What follows belongs to an exercise in optimizing a design on an open flow for a short achievable clock period and few clock cycles; a production flow would make more cautious choices.
Function was checked by simulation only, so behaviour that the tests miss may differ from the original.
Power is estimated from default activity; no workload was simulated.

===== design.v =====
`timescale 1ns/1ps
module yfcpu2 #(
    parameter int IM_SIZE = 8,
    parameter int RF_SIZE = 4,
    parameter int DW      = 8
) (
    input  logic                   clk,
    input  logic                   rst,
    input  logic                   imem_we,
    input  logic [IM_SIZE-1:0]     imem_waddr,
    input  logic [4+3*RF_SIZE-1:0] imem_wdata,
    input  logic [RF_SIZE-1:0]     dbg_raddr,
    output logic [IM_SIZE-1:0]     pc_out,
    output logic                   halted,
    output logic                   zero,
    output logic [DW-1:0]          dbg_rdata
);
    localparam int IW = 4 + 3*RF_SIZE;
    localparam int NI = 2**IM_SIZE;
    localparam int NR = 2**RF_SIZE;
    localparam int NW = 4;                   
    localparam int NB = 4;                   
    localparam int NROW = NI / NB;
    localparam logic [3:0] OP_HALT = 4'd0;
    localparam logic [3:0] OP_LRI  = 4'd1;
    localparam logic [3:0] OP_ADD  = 4'd4;
    localparam logic [3:0] OP_SUB  = 4'd5;
    localparam logic [3:0] OP_OR   = 4'd6;
    localparam logic [3:0] OP_XOR  = 4'd7;
    localparam logic [3:0] OP_AND  = 4'd8;
    localparam logic [3:0] OP_BZ   = 4'd9;
    localparam logic [3:0] OP_JMP  = 4'd10;
    localparam int K_LRI = 0, K_ADD = 1, K_SUB = 2, K_OR = 3, K_XOR = 4, K_AND = 5, NK = 6;
    logic [IW-1:0]      imem [NI];
    logic [DW-1:0]      rf_q [NR];
    logic [NI-1:0]      pc_oh_q;             
    logic [NI/4-1:0]    row_oh_q;            
    logic [3:0]         lane_oh_q;           
    logic [IM_SIZE-1:0] pc_q;                
    logic               zero_q;
    logic               halted_q;
    logic [NK-1:0]      xk_q  [NW];          
    logic [NR-1:0]      xa_q  [NW];          
    logic [NR-1:0]      xb_q  [NW];          
    logic [NR-1:0]      xd_q  [NW];          
    logic [DW-1:0]      xi_q  [NW];          
    assign pc_out = pc_q;
    logic               halted_o_q;
    assign halted = halted_o_q;
    assign zero   = zero_q;
    logic [DW-1:0]      dbg_q;
    assign dbg_rdata = dbg_q;
    always_ff @(posedge clk) begin
        dbg_q <= rf_q[dbg_raddr];
    end
    always_ff @(posedge clk) begin
        if (imem_we) begin
            imem[imem_waddr] <= imem_wdata;
        end
    end
    function automatic logic is_alu(input logic [3:0] op);
        is_alu = (op >= OP_ADD) && (op <= OP_AND);
    endfunction
    logic [DW-1:0] xw  [NW];         
    logic          xwr [NW];         
    logic          xz  [NW];         
    logic          zf;               
    always_comb begin
        logic [DW-1:0] a, b, add_chk;
        for (int k = 0; k < NW; k++) begin
            a = '0;
            b = '0;
            for (int i = 0; i < NR; i++) begin
                a = a | ({DW{xa_q[k][i]}} & rf_q[i]);
                b = b | ({DW{xb_q[k][i]}} & rf_q[i]);
            end
            add_chk = (a ^ b) ^ {a[DW-2:0] | b[DW-2:0], 1'b0};
            xw[k] = ({DW{xk_q[k][K_LRI]}} & xi_q[k])
                  | ({DW{xk_q[k][K_ADD]}} & (a + b))
                  | ({DW{xk_q[k][K_SUB]}} & (a - b))
                  | ({DW{xk_q[k][K_OR]}}  & (a | b))
                  | ({DW{xk_q[k][K_XOR]}} & (a ^ b))
                  | ({DW{xk_q[k][K_AND]}} & (a & b));
            xz[k] = (xk_q[k][K_LRI] & (xi_q[k] == '0))
                  | (xk_q[k][K_ADD] & (add_chk == '0))
                  | (xk_q[k][K_SUB] & (a == b))
                  | (xk_q[k][K_OR]  & ((a | b) == '0))
                  | (xk_q[k][K_XOR] & (a == b))
                  | (xk_q[k][K_AND] & ((a & b) == '0));
            xwr[k] = |xk_q[k];
        end
        zf = zero_q;
        for (int k = 0; k < NW; k++) if (xwr[k]) zf = xz[k];
    end
    logic [NROW-1:0]    row_oh;              
    logic [NB-1:0]      lane_oh;             
    logic [IW-1:0]      bank [NB];
    logic [IW-1:0]      f [NW];
    always_comb begin
        row_oh  = row_oh_q;
        lane_oh = lane_oh_q;
        for (int b = 0; b < NB; b++) begin
            logic here;                      
            here = 1'b0;
            for (int l = 0; l <= b; l++) here = here | lane_oh[l];
            bank[b] = '0;
            for (int r = 0; r < NROW; r++) begin
                bank[b] = bank[b] | ({IW{here ? row_oh[r] : row_oh[(r + NROW - 1) % NROW]}}
                                     & imem[NB*r + b]);
            end
        end
        for (int k = 0; k < NW; k++) begin
            f[k] = '0;
            for (int l = 0; l < NB; l++) begin
                f[k] = f[k] | ({IW{lane_oh[l]}} & bank[(l + k) % NB]);
            end
        end
    end
    logic [NW-1:0]      h_last [2];
    logic               h_take [2];
    logic [IM_SIZE-1:0] h_tgt  [2];
    always_comb begin
        logic [3:0]    op [NW];
        logic [NR-1:0] wm;                   
        logic          z, zk, stop, ok;
        logic [NW-1:0] iss, tk;
        for (int k = 0; k < NW; k++) op[k] = f[k][IW-1 -: 4];
        for (int zin = 0; zin < 2; zin++) begin
            z    = zin[0];
            zk   = 1'b1;
            stop = 1'b0;
            wm   = '0;
            for (int k = 0; k < NW; k++) begin
                tk[k] = (op[k] == OP_JMP) || ((op[k] == OP_BZ) && z);
                if (k == 0) begin
                    iss[k] = 1'b1;
                end else begin
                    ok = (op[k] != OP_HALT) &&
                         !(is_alu(op[k]) && |(wm & (da[k] | db[k]))) &&
                         !((op[k] == OP_BZ) && !zk);
                    iss[k] = iss[k-1] && !stop && ok;
                end
                stop = tk[k] || (op[k] == OP_HALT);
                if ((op[k] == OP_LRI) || is_alu(op[k])) wm = wm | dd[k];
                if (op[k] == OP_LRI) begin
                    z  = (f[k][3*RF_SIZE-1 -: 2*RF_SIZE] == '0);
                    zk = 1'b1;
                end else if (is_alu(op[k])) begin
                    zk = 1'b0;
                end
            end
            h_tgt[zin] = '0;
            for (int k = 0; k < NW; k++) begin
                h_last[zin][k] = iss[k] && ((k == NW-1) || !iss[(k + 1) % NW]);
                if (h_last[zin][k]) h_tgt[zin] = f[k][3*RF_SIZE-1 -: 2*RF_SIZE];
            end
            h_take[zin] = |(h_last[zin] & tk);
        end
    end
    logic [NW-1:0]      g_last;
    assign g_last = zf ? h_last[1] : h_last[0];
    logic [NK-1:0]      dk [NW];
    logic [NR-1:0]      da [NW];
    logic [NR-1:0]      db [NW];
    logic [NR-1:0]      dd [NW];
    logic [NW-1:0]      g_iss;
    always_comb begin
        for (int k = 0; k < NW; k++) begin
            dk[k] = '0;
            case (f[k][IW-1 -: 4])
                OP_LRI: dk[k][K_LRI] = 1'b1;
                OP_ADD: dk[k][K_ADD] = 1'b1;
                OP_SUB: dk[k][K_SUB] = 1'b1;
                OP_OR:  dk[k][K_OR]  = 1'b1;
                OP_XOR: dk[k][K_XOR] = 1'b1;
                OP_AND: dk[k][K_AND] = 1'b1;
                default: ;
            endcase
            da[k] = NR'(1) << f[k][3*RF_SIZE-1 -: RF_SIZE];
            db[k] = NR'(1) << f[k][2*RF_SIZE-1 -: RF_SIZE];
            dd[k] = NR'(1) << f[k][RF_SIZE-1:0];
            g_iss[k] = |(g_last >> k);
        end
    end
    logic [NI-1:0]      h_oh [2];
    logic [IM_SIZE-1:0] h_pc [2];
    always_comb begin
        for (int zin = 0; zin < 2; zin++) begin
            h_oh[zin] = '0;
            h_pc[zin] = '0;
            for (int k = 0; k < NW; k++) begin
                for (int j = 0; j < NI; j++) begin
                    h_oh[zin][j] = h_oh[zin][j] | (h_last[zin][k] & !h_take[zin]
                                                   & pc_oh_q[(j + NI - k - 1) % NI]);
                end
                h_pc[zin] = h_pc[zin] | ({IM_SIZE{h_last[zin][k] & !h_take[zin]}}
                                         & (pc_q + IM_SIZE'(k + 1)));
            end
            for (int j = 0; j < NI; j++) begin
                h_oh[zin][j] = h_oh[zin][j] | (h_take[zin] & (h_tgt[zin] == IM_SIZE'(j)));
            end
            h_pc[zin] = h_pc[zin] | ({IM_SIZE{h_take[zin]}} & h_tgt[zin]);
        end
    end
    logic [NROW-1:0]    h_row [2];
    logic [NB-1:0]      h_lane [2];
    always_comb begin
        for (int zin = 0; zin < 2; zin++) begin
            h_row[zin]  = '0;
            h_lane[zin] = '0;
            for (int k = 0; k < NW; k++) begin
                logic carry;             
                carry = 1'b0;
                for (int l = 0; l < NB; l++) if (l + k + 1 >= NB) carry = carry | lane_oh_q[l];
                for (int r = 0; r < NROW; r++) begin
                    h_row[zin][r] = h_row[zin][r] | (h_last[zin][k] & !h_take[zin] &
                        (carry ? row_oh_q[(r + NROW - 1) % NROW] : row_oh_q[r]));
                end
                for (int l = 0; l < NB; l++) begin
                    h_lane[zin][l] = h_lane[zin][l] | (h_last[zin][k] & !h_take[zin] &
                        lane_oh_q[(l + 2*NB - k - 1) % NB]);
                end
            end
            for (int r = 0; r < NROW; r++) begin
                h_row[zin][r] = h_row[zin][r] | (h_take[zin] & (h_tgt[zin][IM_SIZE-1:2] == (IM_SIZE-2)'(r)));
            end
            for (int l = 0; l < NB; l++) begin
                h_lane[zin][l] = h_lane[zin][l] | (h_take[zin] & (h_tgt[zin][1:0] == 2'(l)));
            end
        end
    end
    logic [NI-1:0]      pc_oh_d;
    logic [IM_SIZE-1:0] pc_d;
    assign pc_oh_d = zf ? h_oh[1] : h_oh[0];
    assign pc_d    = zf ? h_pc[1] : h_pc[0];
    always_ff @(posedge clk or negedge rst) begin
        if (!rst) begin
            pc_oh_q  <= NI'(1);
            row_oh_q <= (NI/4)'(1);
            lane_oh_q <= 4'b0001;
            halted_o_q <= 1'b0;
            pc_q     <= '0;
            for (int k = 0; k < NW; k++) begin
                xk_q[k] <= '0;
                xa_q[k] <= '0;
                xb_q[k] <= '0;
                xd_q[k] <= '0;
                xi_q[k] <= '0;
            end
            zero_q   <= 1'b0;
            halted_q <= 1'b0;
            for (int i = 0; i < NR; i++) begin
                rf_q[i] <= '0;
            end
        end else begin
            if (!halted_q) begin
                pc_oh_q  <= pc_oh_d;
                row_oh_q <= zf ? h_row[1] : h_row[0];
                lane_oh_q <= zf ? h_lane[1] : h_lane[0];
                pc_q     <= pc_d;
                for (int k = 0; k < NW; k++) begin
                    xk_q[k] <= g_iss[k] ? dk[k] : '0;
                    xa_q[k] <= da[k];
                    xb_q[k] <= db[k];
                    xd_q[k] <= dd[k];
                    xi_q[k] <= f[k][3*RF_SIZE-1 -: 2*RF_SIZE];
                end
                halted_q <= (f[0][IW-1 -: 4] == OP_HALT);
            end else begin
                for (int k = 0; k < NW; k++) xk_q[k] <= '0;
            end
            halted_o_q <= halted_o_q | (f[0][IW-1 -: 4] == OP_HALT);
            zero_q <= zf;
            for (int k = 0; k < NW; k++) begin
                for (int i = 0; i < NR; i++) begin
                    if (xwr[k] && xd_q[k][i]) rf_q[i] <= xw[k];
                end
            end
        end
    end
endmodule

===== flow/run.sh =====
#!/bin/bash
# The standard layout (the standard.sh), with timing repair aiming at a setup slack of
# MARGIN ns against the design's clock, so that the layout closes at a shorter period than
# the constraint. Every tool's output goes to flow_make.log (ORFS also keeps its per-step
# logs under orfs/logs).
set -euo pipefail
MARGIN=$(cat flow/margin.txt)
bash standard.sh SETUP_SLACK_MARGIN="$MARGIN" finish > flow_make.log 2>&1

===== flow/margin.txt =====
6.5

===== standard.sh =====
#!/bin/bash
# synth_recipe.tcl (not shown) runs the flow's synth.tcl, then flattens the netlist and writes it again
# the make line also repeats each setting of config.mk as NAME=value (left out here)
make -C /OpenROAD-flow-scripts/flow DESIGN_CONFIG=/design/flow/config.mk WORK_HOME=/design/flow/orfs CLKGATE_MAP_FILE= SYNTH_SCRIPT=/design/flow/synth_recipe.tcl "${@:-finish}"

===== config.mk =====
export PLATFORM = sky130hd
export DESIGN_NAME = yfcpu2
export DESIGN_NICKNAME = yfcpu2
export VERILOG_FILES = /design/flow/design.v
export SDC_FILE = /design/flow/constraint.sdc
export NUM_CORES = 4
export LEC_CHECK = 0
export ABC_CLOCK_PERIOD_IN_PS = 2500
export CAP_MARGIN = 20
export CORE_MARGIN = 2
export CORE_UTILIZATION = 30
export PLACE_DENSITY = 0.38
export SLEW_MARGIN = 20
export SYNTH_MEMORY_MAX_BITS = 8192

===== constraint.sdc =====
create_clock -name core_clock -period 10.0 [get_ports {clk}]
set_input_delay 2.0000 -clock core_clock [delete_from_list [all_inputs] [get_ports {clk}]]
set_output_delay 2.0000 -clock core_clock [all_outputs]
set_load 0.01 [all_outputs]

==> qor.csv, run 1 <==
stage,metric,value,unit
power_and_ir_drop,Clock Power Share,48.1,%
critical_path,worst path required time,10.95,ns
layout,fill count,64570,
clock_tree,"Clk Latency, worst-skew pair",1.16,ns
timing,Fin. Hold Viols,0,
logic_synthesis,top-count cell post-synth,edfxtp_1,
logic_synthesis,Synth async-reset ratio,9.980,%
timing,Worst Tran Pin Value,1.183,ns
global_routing,largest net degree at the start of global routing,156,
detailed_routing,final WL,1354,mm
min_path,Hold Path Stages,2,
global_routing,initial antenna violation count,184,
floorplanning,die height,829.0,um
logic_synthesis,Yosys warning count,24,
floorplanning,Core Box Area,0.6794,mm2
clock_tree,CTS H-Tree Depth,6,
logic_synthesis,Mapped Area,0.2042,mm2
detailed_routing,DRC Markers,0,
logic_synthesis,largest area contributor in the netlist,edfxtp_1,
global_routing,first-pass GRT wire length,1719,mm
power_and_ir_drop,internal power,31.98,mW
global_routing,GRT Util Overall,37.56,%
floorplanning,die area,0.6872,mm2
place,RePlAce Congestion,0.9659,
floorplanning,Cell Rows,303,
critical_path,delay of the slowest critical-path stage,0.57,ns
detailed_routing,1st-iter DRT viols,32540,
detailed_routing,Final ANT Viol Nets,0,
global_routing,grt peak-use layer,met2,
logic_synthesis,post-synthesis sequential area ratio,65.90,%
timing,RSZ-0062 raised after global routing,yes,
critical_path,startpoint types,flop,
layout,nets,17950,
timing,Setup-failing EPs final,0,
power_and_ir_drop,Leak,91.13,nW
min_path,Hold WC Path Type,flop to flop,
outcome,status,"complete, no violations",
logic_synthesis,Synth top area share,60.24,%
critical_path,worst r2r path cells,34,
layout,P&R area growth vs syn,30.82,%
floorplanning,Die Width,829.0,um
logic_synthesis,flop and latch count out of synthesis,4559,
detailed_routing,Avg WL per Cell,49.54,um
logic_synthesis,post-synthesis net count,16170,
place,port bufs,48,
global_routing,Global Route met1 Usage,48.69,%
critical_path,reg2reg start,lane_oh_q[0],
critical_path,Worst setup EP type,flop,
timing,Clock Skew,0.08037,ns
logic_synthesis,Post-Syn Area per Cell,12.73,um2
logic_synthesis,largest family of logic cells by synthesized area,compound AO/OA/AOI/OAI gates,
timing,f_max,124.4,MHz
detailed_routing,vias per inst,6.599,
logic_synthesis,synth cell count leaders,"4,096 x edfxtp_1, 2,004 x o21ai_0, 1,268 x a22oi_1, 1,119 x clkbuf_1, 990 x nand2_1",
logic_synthesis,XOR/XNOR share of the synthesized area,0.3303,%
logic_synthesis,top_reg_cell synth,edfxtp_1,
detailed_routing,vias,180400,
power_and_ir_drop,switch share,22.62,%
critical_path,Crit Path Max Fanout,12,
clock_tree,CTS root buf,clkbuf_16,
min_path,Hold Path Origin,xd_q[0][12],
critical_path,Worst R2R End,row_oh_q[9],
timing,fin. max-slew vios,0,
clock_tree,CTS tree,yes,
clock_tree,clock buffer depth,4,
global_routing,number of global-route vias before repair,164200,
place,pre-CTS WS,0.5682,ns
run,Max-Cap Viols,0,
logic_synthesis,fraction of synthesized area in multiplexers,2.494,%
clock_tree,CTS Buf Count,551,
logic_synthesis,"top cells by area, synth","edfxtp_1 60%, dfrtp_1 5.6%, o21ai_0 4.9%, a22oi_1 4.7%, clkbuf_1 2.1%",
timing,Final min period,8.038,ns
floorplanning,# IOs,49,
critical_path,CP arrival,8.99,ns
global_routing,GR Layer Usage met3,11.15,%
layout,share of post-route cells with drive strength above 1,29.59,%
global_routing,met2 usage,55.21,%
critical_path,CP max stage cell,nor4_4,
critical_path,r2r setup slk,1.96,ns
power_and_ir_drop,sequential power share,50.4,%
clock_tree,CTS Sinks,4559,
min_path,Worst Hold Path EP,xd_q[0][12],
logic_synthesis,Post-synth EDFFs,4096,
power_and_ir_drop,pwr dens,154.7,mW/mm2
clock_tree,Clock transition at path regs,0.06,ns
logic_synthesis,Synth cell types,125,
power_and_ir_drop,"Power, Total",41.33,mW
detailed_routing,drt pass-1 iters,10,
logic_synthesis,Post-Synth Adder-Cell Area,0.6729,%
power_and_ir_drop,NetSw,9.350,mW
timing,Max transition margin,20.98,%
logic_synthesis,complex-gate fraction of the synthesized area,18.57,%
critical_path,CP Class,flop to flop,
logic_synthesis,post-synthesis simple-gate area fraction,8.971,%
timing,crit share post-route,80.38,%
global_routing,total gr overflow,0,
place,DPL Wire Length,866.1,mm
floorplanning,initial core utilization,30.05,%
timing,final worst slack,1.962,ns
power_and_ir_drop,VDD IR max,0.1876,mV
power_and_ir_drop,Logic pwr share,1.6,%
logic_synthesis,Mapped Cells,16040,
-- worst max-delay path: cells and delay by family, from the launching register on --
kind                   cells  cell delay, ns
AOI/OAI and AO/OA          8            2.20
buffers and inverters     15            2.45
and+or+nand+nor           10            2.10
muxes                      1            0.52
DFF                        1            0.50
-- stage by stage --
| stage | hold slack [ns] | cell area, um2 | util [%] | TNS, ns | std cells |
|---|---|---|---|---|---|
| 6_report | 0.4844 | 267100 | 39.32 | 0 | 27340 |
| 2_1_floorplan | 0.4431 | 209200 | - | 0 | 16040 |
| 3_5_place_dp | 0.4705 | 227800 | 33.53 | 0 | 25160 |
| 5_1_grt | 0.5110 | 266900 | 39.28 | 0 | 27250 |
| 4_1_cts | 0.4913 | 260900 | 38.40 | 0 | 26980 |
| 3_3_place_gp | 0.4710 | 227200 | 33.44 | -1.867 | 25130 |
-- cell families after synthesis --
group | after synthesis
AO/OA/AOI/OAI | 5607
flip-flops | 4559
AND/OR/NAND/NOR | 3626
buffers and inverters | 1590
multiplexers | 474
adder cells (fa/ha/maj) | 105
XOR/XNOR | 77
-- what timing repair did --
action / CTS / global route
endpoints found under the setup margin: 4460 / 1681
gates cloned: 28 / 18
hold buffers: 0 / 0
buffers inserted: 821 / 235
gates resized for setup: 1524 / 840
pin swaps: 429 / 347
-- power by group through the flow --
stage / sequential (mW) / combinational (mW) / clock (mW)
after global placement: 21.2 / 0.607 / 0
after CTS: 20.8 / 0.633 / 20.0
after floorplan: 21.2 / 0.0828 / 0
after detailed placement: 21.2 / 0.609 / 0
after global routing: 20.8 / 0.654 / 20.7
final: 20.8 / 0.649 / 19.9
-- state kept, by name (all words and copies together), names as in the netlist, 24 cells and up --
register / cells
imem: 4096
rf_q: 128
row_oh_q: 64
xa_q: 64
xb_q: 64
xd_q: 64
xi_q: 32
xk_q: 24
-- final cells by class --
class / count / area, um2 / area share (%)
Tap cell: 8997 / 11260 / 4.215
Antenna cell: 105 / 262.8 / 0.09837
Timing Repair Buffer: 2597 / 27310 / 10.22
Sequential cell: 4559 / 134800 / 50.46
Clock buffer: 725 / 14740 / 5.519
Multi-Input combinational cell: 9893 / 75430 / 28.24
Clock inverter: 245 / 2475 / 0.9266
Inverter: 214 / 833.3 / 0.3120
-- worst max-delay path by stage --
stage | endpoint | cells after the start | startpoint
global placement | row_oh_q[6] | 29 | lane_oh_q[0]
floorplan | row_oh_q[5] | 25 | lane_oh_q[2]
CTS | row_oh_q[29] | 30 | lane_oh_q[0]
finish | row_oh_q[9] | 34 | lane_oh_q[0]
global route | row_oh_q[58] | 31 | lane_oh_q[0]
detailed placement | row_oh_q[57] | 29 | lane_oh_q[0]
-- routing by layer --
metal / vias to the layer above / wire length (um)
met2: 14540 / 574500
met1: 94240 / 517100
met5: - / 476
met3: 3606 / 158100
met4: 70 / 103900
li1: 67910 / -
-- cells in the final DEF (no fill, tap or decap), drive strengths merged, types with 86 or more instances in the layout --
cell | synthesis | final
a21oi | 467 | 467
mux2i | 233 | 233
edfxtp | 4096 | 4096
a22o | 334 | 334
inv | 212 | 233
a221oi | 406 | 406
clkbuf | 1120 | 749
a211oi | 107 | 107
o2111ai | 103 | 103
diode | 0 | 105
buf | 256 | 2552
nand2 | 990 | 990
nor4b | 86 | 86
nor2 | 872 | 872
o211ai | 168 | 169
clkinv | 2 | 187
nand4 | 622 | 622
dfrtp | 453 | 453
nor3 | 100 | 100
a22oi | 1268 | 1268
or2 | 100 | 100
mux2 | 240 | 242
nand3 | 290 | 290
o21ai | 2029 | 2029
nor4 | 185 | 185
ha | 97 | 97
Testbench counts, summed over its fixed seeds: cycles 11,058.
==> inputs of run 2 (changes only) <==
--- a/design.v
+++ b/design.v
@@ -1,4 +1,67 @@
 `timescale 1ns/1ps
+module yfcpu2_grp #(
+    parameter int NW = 4
+) (
+    input  logic [NW*16-1:0]        win,     
+    output logic [2*(NW+9)-1:0]     grp
+);
+    logic [3:0] op [NW];
+    logic [3:0] ra [NW];
+    logic [3:0] rb [NW];
+    logic [3:0] rd [NW];
+    logic [7:0] imm [NW];
+    logic       halt [NW], lri [NW], alu [NW], bz [NW], jmp [NW], wr [NW];
+    logic [NW-1:0] dep;              
+    always_comb begin
+        for (int k = 0; k < NW; k++) begin
+            op[k]   = win[16*k+12 +: 4];
+            ra[k]   = win[16*k+8 +: 4];
+            rb[k]   = win[16*k+4 +: 4];
+            rd[k]   = win[16*k +: 4];
+            imm[k]  = win[16*k+4 +: 8];
+            halt[k] = (op[k] == 4'd0);
+            lri[k]  = (op[k] == 4'd1);
+            alu[k]  = (op[k] >= 4'd4) && (op[k] <= 4'd8);
+            bz[k]   = (op[k] == 4'd9);
+            jmp[k]  = (op[k] == 4'd10);
+            wr[k]   = lri[k] || alu[k];
+        end
+        for (int k = 0; k < NW; k++) begin
+            dep[k] = 1'b0;
+            for (int j = 0; j < k; j++) begin
+                dep[k] = dep[k] | (alu[k] && wr[j] && ((ra[k] == rd[j]) || (rb[k] == rd[j])));
+            end
+        end
+    end
+    for (genvar zin = 0; zin < 2; zin++) begin : g_z
+        logic [NW-1:0] iss, tk, last;
+        logic [7:0]    tgt;
+        always_comb begin
+            logic z, zk, stop;
+            z    = zin[0];
+            zk   = 1'b1;
+            stop = 1'b0;
+            for (int k = 0; k < NW; k++) begin
+                tk[k] = jmp[k] || (bz[k] && z);
+                if (k == 0) iss[k] = 1'b1;
+                else        iss[k] = iss[k-1] && !stop && !halt[k] && !dep[k] && !(bz[k] && !zk);
+                stop = tk[k] || halt[k];
+                if (lri[k]) begin
+                    z  = (imm[k] == 8'd0);
+                    zk = 1'b1;
+                end else if (alu[k]) begin
+                    zk = 1'b0;
+                end
+            end
+            tgt = '0;
+            for (int k = 0; k < NW; k++) begin
+                last[k] = iss[k] && ((k == NW-1) || !iss[(k + 1) % NW]);
+                if (last[k]) tgt = imm[k];
+            end
+        end
+        assign grp[zin*(NW+9) +: NW+9] = {last, |(last & tk), tgt};
+    end
+endmodule
 module yfcpu2 #(
     parameter int IM_SIZE = 8,
     parameter int RF_SIZE = 4,
@@ -18,9 +81,10 @@
     localparam int IW = 4 + 3*RF_SIZE;
     localparam int NI = 2**IM_SIZE;
     localparam int NR = 2**RF_SIZE;
-    localparam int NW = 4;                   
+    localparam int NW = 3;                   
     localparam int NB = 4;                   
     localparam int NROW = NI / NB;
+    localparam int PW = NW + 1 + IM_SIZE;    
     localparam logic [3:0] OP_HALT = 4'd0;
     localparam logic [3:0] OP_LRI  = 4'd1;
     localparam logic [3:0] OP_ADD  = 4'd4;
@@ -33,10 +97,12 @@
     localparam int K_LRI = 0, K_ADD = 1, K_SUB = 2, K_OR = 3, K_XOR = 4, K_AND = 5, NK = 6;
     logic [IW-1:0]      imem [NI];
     logic [DW-1:0]      rf_q [NR];
+    logic [2*PW-1:0]    pre_q [NI];          
     logic [NI-1:0]      pc_oh_q;             
     logic [NI/4-1:0]    row_oh_q;            
     logic [3:0]         lane_oh_q;           
     logic [IM_SIZE-1:0] pc_q;                
+    logic               first_q;             
     logic               zero_q;
     logic               halted_q;
     logic [NK-1:0]      xk_q  [NW];          
@@ -58,9 +124,17 @@
             imem[imem_waddr] <= imem_wdata;
         end
     end
-    function automatic logic is_alu(input logic [3:0] op);
-        is_alu = (op >= OP_ADD) && (op <= OP_AND);
-    endfunction
+    for (genvar a = 0; a < NI; a++) begin : g_pre
+        logic [NW*16-1:0] win;
+        logic [2*PW-1:0]  grp;
+        for (genvar k = 0; k < NW; k++) begin : g_w
+            assign win[16*k +: 16] = imem[(a + k) % NI];
+        end
+        yfcpu2_grp #(.NW(NW)) u_grp (.win(win), .grp(grp));
+        always_ff @(posedge clk) begin
+            pre_q[a] <= grp;
+        end
+    end
     logic [DW-1:0] xw  [NW];         
     logic          xwr [NW];         
     logic          xz  [NW];         
@@ -92,6 +166,13 @@
         zf = zero_q;
         for (int k = 0; k < NW; k++) if (xwr[k]) zf = xz[k];
     end
+    logic [2*PW-1:0]    fp;
+    always_comb begin
+        fp = '0;
+        for (int i = 0; i < NI; i++) begin
+            fp = fp | ({2*PW{pc_oh_q[i]}} & pre_q[i]);
+        end
+    end
     logic [NROW-1:0]    row_oh;              
     logic [NB-1:0]      lane_oh;             
     logic [IW-1:0]      bank [NB];
@@ -120,41 +201,14 @@
     logic               h_take [2];
     logic [IM_SIZE-1:0] h_tgt  [2];
     always_comb begin
-        logic [3:0]    op [NW];
-        logic [NR-1:0] wm;                   
-        logic          z, zk, stop, ok;
-        logic [NW-1:0] iss, tk;
-        for (int k = 0; k < NW; k++) op[k] = f[k][IW-1 -: 4];
         for (int zin = 0; zin < 2; zin++) begin
-            z    = zin[0];
-            zk   = 1'b1;
-            stop = 1'b0;
-            wm   = '0;
-            for (int k = 0; k < NW; k++) begin
-                tk[k] = (op[k] == OP_JMP) || ((op[k] == OP_BZ) && z);
-                if (k == 0) begin
-                    iss[k] = 1'b1;
-                end else begin
-                    ok = (op[k] != OP_HALT) &&
-                         !(is_alu(op[k]) && |(wm & (da[k] | db[k]))) &&
-                         !((op[k] == OP_BZ) && !zk);
-                    iss[k] = iss[k-1] && !stop && ok;
-                end
-                stop = tk[k] || (op[k] == OP_HALT);
-                if ((op[k] == OP_LRI) || is_alu(op[k])) wm = wm | dd[k];
-                if (op[k] == OP_LRI) begin
-                    z  = (f[k][3*RF_SIZE-1 -: 2*RF_SIZE] == '0);
-                    zk = 1'b1;
-                end else if (is_alu(op[k])) begin
-                    zk = 1'b0;
-                end
-            end
-            h_tgt[zin] = '0;
-            for (int k = 0; k < NW; k++) begin
-                h_last[zin][k] = iss[k] && ((k == NW-1) || !iss[(k + 1) % NW]);
-                if (h_last[zin][k]) h_tgt[zin] = f[k][3*RF_SIZE-1 -: 2*RF_SIZE];
+            if (first_q) begin
+                h_last[zin] = NW'(1);
+                h_take[zin] = (imem[0][IW-1 -: 4] == OP_JMP);
+                h_tgt[zin]  = imem[0][3*RF_SIZE-1 -: 2*RF_SIZE];
+            end else begin
+                {h_last[zin], h_take[zin], h_tgt[zin]} = fp[zin*PW +: PW];
             end
-            h_take[zin] = |(h_last[zin] & tk);
         end
     end
     logic [NW-1:0]      g_last;
@@ -240,6 +294,7 @@
             lane_oh_q <= 4'b0001;
             halted_o_q <= 1'b0;
             pc_q     <= '0;
+            first_q  <= 1'b1;
             for (int k = 0; k < NW; k++) begin
                 xk_q[k] <= '0;
                 xa_q[k] <= '0;
@@ -253,6 +308,7 @@
                 rf_q[i] <= '0;
             end
         end else begin
+            first_q <= 1'b0;
             if (!halted_q) begin
                 pc_oh_q  <= pc_oh_d;
                 row_oh_q <= zf ? h_row[1] : h_row[0];
==> qor.csv, run 2 <==
stage,metric,value,unit,change
global_routing,largest net degree at the start of global routing,133,,
floorplanning,# IOs,49,,unchanged
logic_synthesis,flop and latch count out of synthesis,10900,,+140%
global_routing,GRT Util Overall,119.8,%,
clock_tree,CTS root buf,clkbuf_16,,
clock_tree,CTS H-Tree Depth,7,,+1
floorplanning,die height,1.367,mm,+65%
logic_synthesis,largest area contributor in the netlist,dfxtp_1,,
logic_synthesis,Post-synth EDFFs,4096,,unchanged
clock_tree,cts hold-fix bufs,0,,unchanged
logic_synthesis,post-synthesis net count,58380,,+260%
logic_synthesis,Yosys warning count,36,,+50%
logic_synthesis,post-synthesis sequential area ratio,47.08,%,-19 points
clock_tree,CTS Sinks,10900,,+140%
floorplanning,Die Width,1.367,mm,+65%
logic_synthesis,synth cell count leaders,"6,152 x dfxtp_1, 5,845 x nor2_1, 5,560 x clkbuf_1, 4,326 x mux2i_1, 4,096 x edfxtp_1",,
outcome,status,did not finish,,
place,RePlAce Congestion,2.214,,+130%
global_routing,number of global-route vias before repair,827500,,
place,port bufs,48,,unchanged
logic_synthesis,Mapped Cells,58270,,+260%
logic_synthesis,top_reg_cell synth,dfxtp_1,,
place,Placement Cell Area,0.6485,mm2,+180%
outcome,Failed at,global routing (5_1_grt),,
logic_synthesis,Mapped Area,0.5574,mm2,+170%
global_routing,total gr overflow,364600,,
logic_synthesis,Synth async-reset ratio,5.964,%,-4.0 points
clock_tree,clock buffer depth,6,,+2
place,DPL Wire Length,8754,mm,+910%
logic_synthesis,Synth cell types,107,,-14%
logic_synthesis,"top cells by area, synth","dfxtp_1 22%, edfxtp_1 22%, mux2i_1 7.8%, nor2_1 3.9%, xor2_1 3.8%",,
outcome,Stop Error,[ERROR GRT-0116] Global routing finished with congestion. Check the congestion regions in the DRC Viewer.,,
global_routing,first-pass GRT wire length,14140,mm,
logic_synthesis,Synth top area share,22.10,%,-38 points
logic_synthesis,Post-Syn Area per Cell,9.566,um2,-25%
clock_tree,CTS Buf Count,1431,,+160%
floorplanning,initial core utilization,30.08,%,about the same
logic_synthesis,top-count cell post-synth,dfxtp_1,,
floorplanning,Cell Rows,500,,+65%
## run 2: cell types whose count changed after synthesis, sizes merged, moves of 991 or more
cell,previous run,this run
a21oi,467,4094
a221oi,406,2219
a22o,334,1681
a22oi,1268,2259
clkbuf,1120,5624
dfxtp,8,6152
mux2i,233,4326
nand2,990,3126
nor2,872,5845
xnor2,40,1734
xor2,37,2421
## run 2: how the worst max path moves through the flow
| stage | end | slack (ns) | depth (start not counted) |
|---|---|---|---|
| after floorplan | imem[147][0] | 6.08 | 5 |
| after global placement | pc_oh_q[194] | 0.69 | 12 |
| after detailed placement | xa_q[1][6] | 1.99 | 13 |
| after CTS | xk_q[1][0] | 4.31 | 14 |
## run 2: logic make-up after synthesis
group	synth area share (%)
DFF	47.08
other	0.0006728
xor gates and xnor gates	6.529
muxes	8.149
buffers and inverters	5.032
adders and majority gates	0.2339
and+or+nand+nor	13.72
AOI/OAI and AO/OA	19.25
## run 2: metrics by stage
stage          util (%)  instances  total power, mW  worst slack [ns]
2_1_floorplan         -      58270            48.20             6.084
3_3_place_gp      34.42      83990            51.76            0.6865
3_5_place_dp      35.00      84540            51.81             1.989
4_1_cts           40.55      90160            105.9             4.314
## run 2: power by group through the flow
| stage | Combinational [mW] | Clock (mW) | Sequential, mW |
|---|---|---|---|
| after floorplan | 0.996 | 0 | 47.2 |
| after CTS | 5.06 | 54.1 | 46.8 |
| after detailed placement | 4.03 | 0 | 47.8 |
| after global placement | 3.96 | 0 | 47.8 |
## run 2: routing by layer
layer  GRT overflow  track usage, %
met5           2809           88.57
met4          31820           106.1
met3          43770           104.4
met2         204900           149.7
met1          81300           112.7
## run 2: timing repair
action                                   CTS
endpoints found under the setup margin  9081
resized for setup                       5177
buffers inserted                        2870
cloned                                   178
pin swaps                                903
Testbench counts of run 2, summed over its fixed seeds: cycles 12,909.

==> afterwards: timing with drivers on the ports <==
The results above use ideal ports. As a check the final layout listed here was re-extracted and re-timed, cells and wires unchanged.
Step 1 assumes that a clkbuf_16 drives the clock port and a buf_2 every other input.
Step 2 times the ports against the registers' clock, not the clock port: input delays grow and output delays shrink by t, the midpoint of the rising clock arrivals with the driver on.
Slacks: ideal ports / drivers / drivers and shift; pairs: ideal ports / drivers.
run: run 1
shift t [ns]: 1.268
setup WS [ns]: 1.962 / 1.962 / 1.962
latest minus earliest clock arrival (ns): 0.080 / 0.081
slew at the worst register clock pin (ns): 0.07 / 0.07
After both steps setup and hold are still met in run 1. The setup slack of run 1 moves by 0.000 ns with the drivers and by 0.000 ns with both steps.
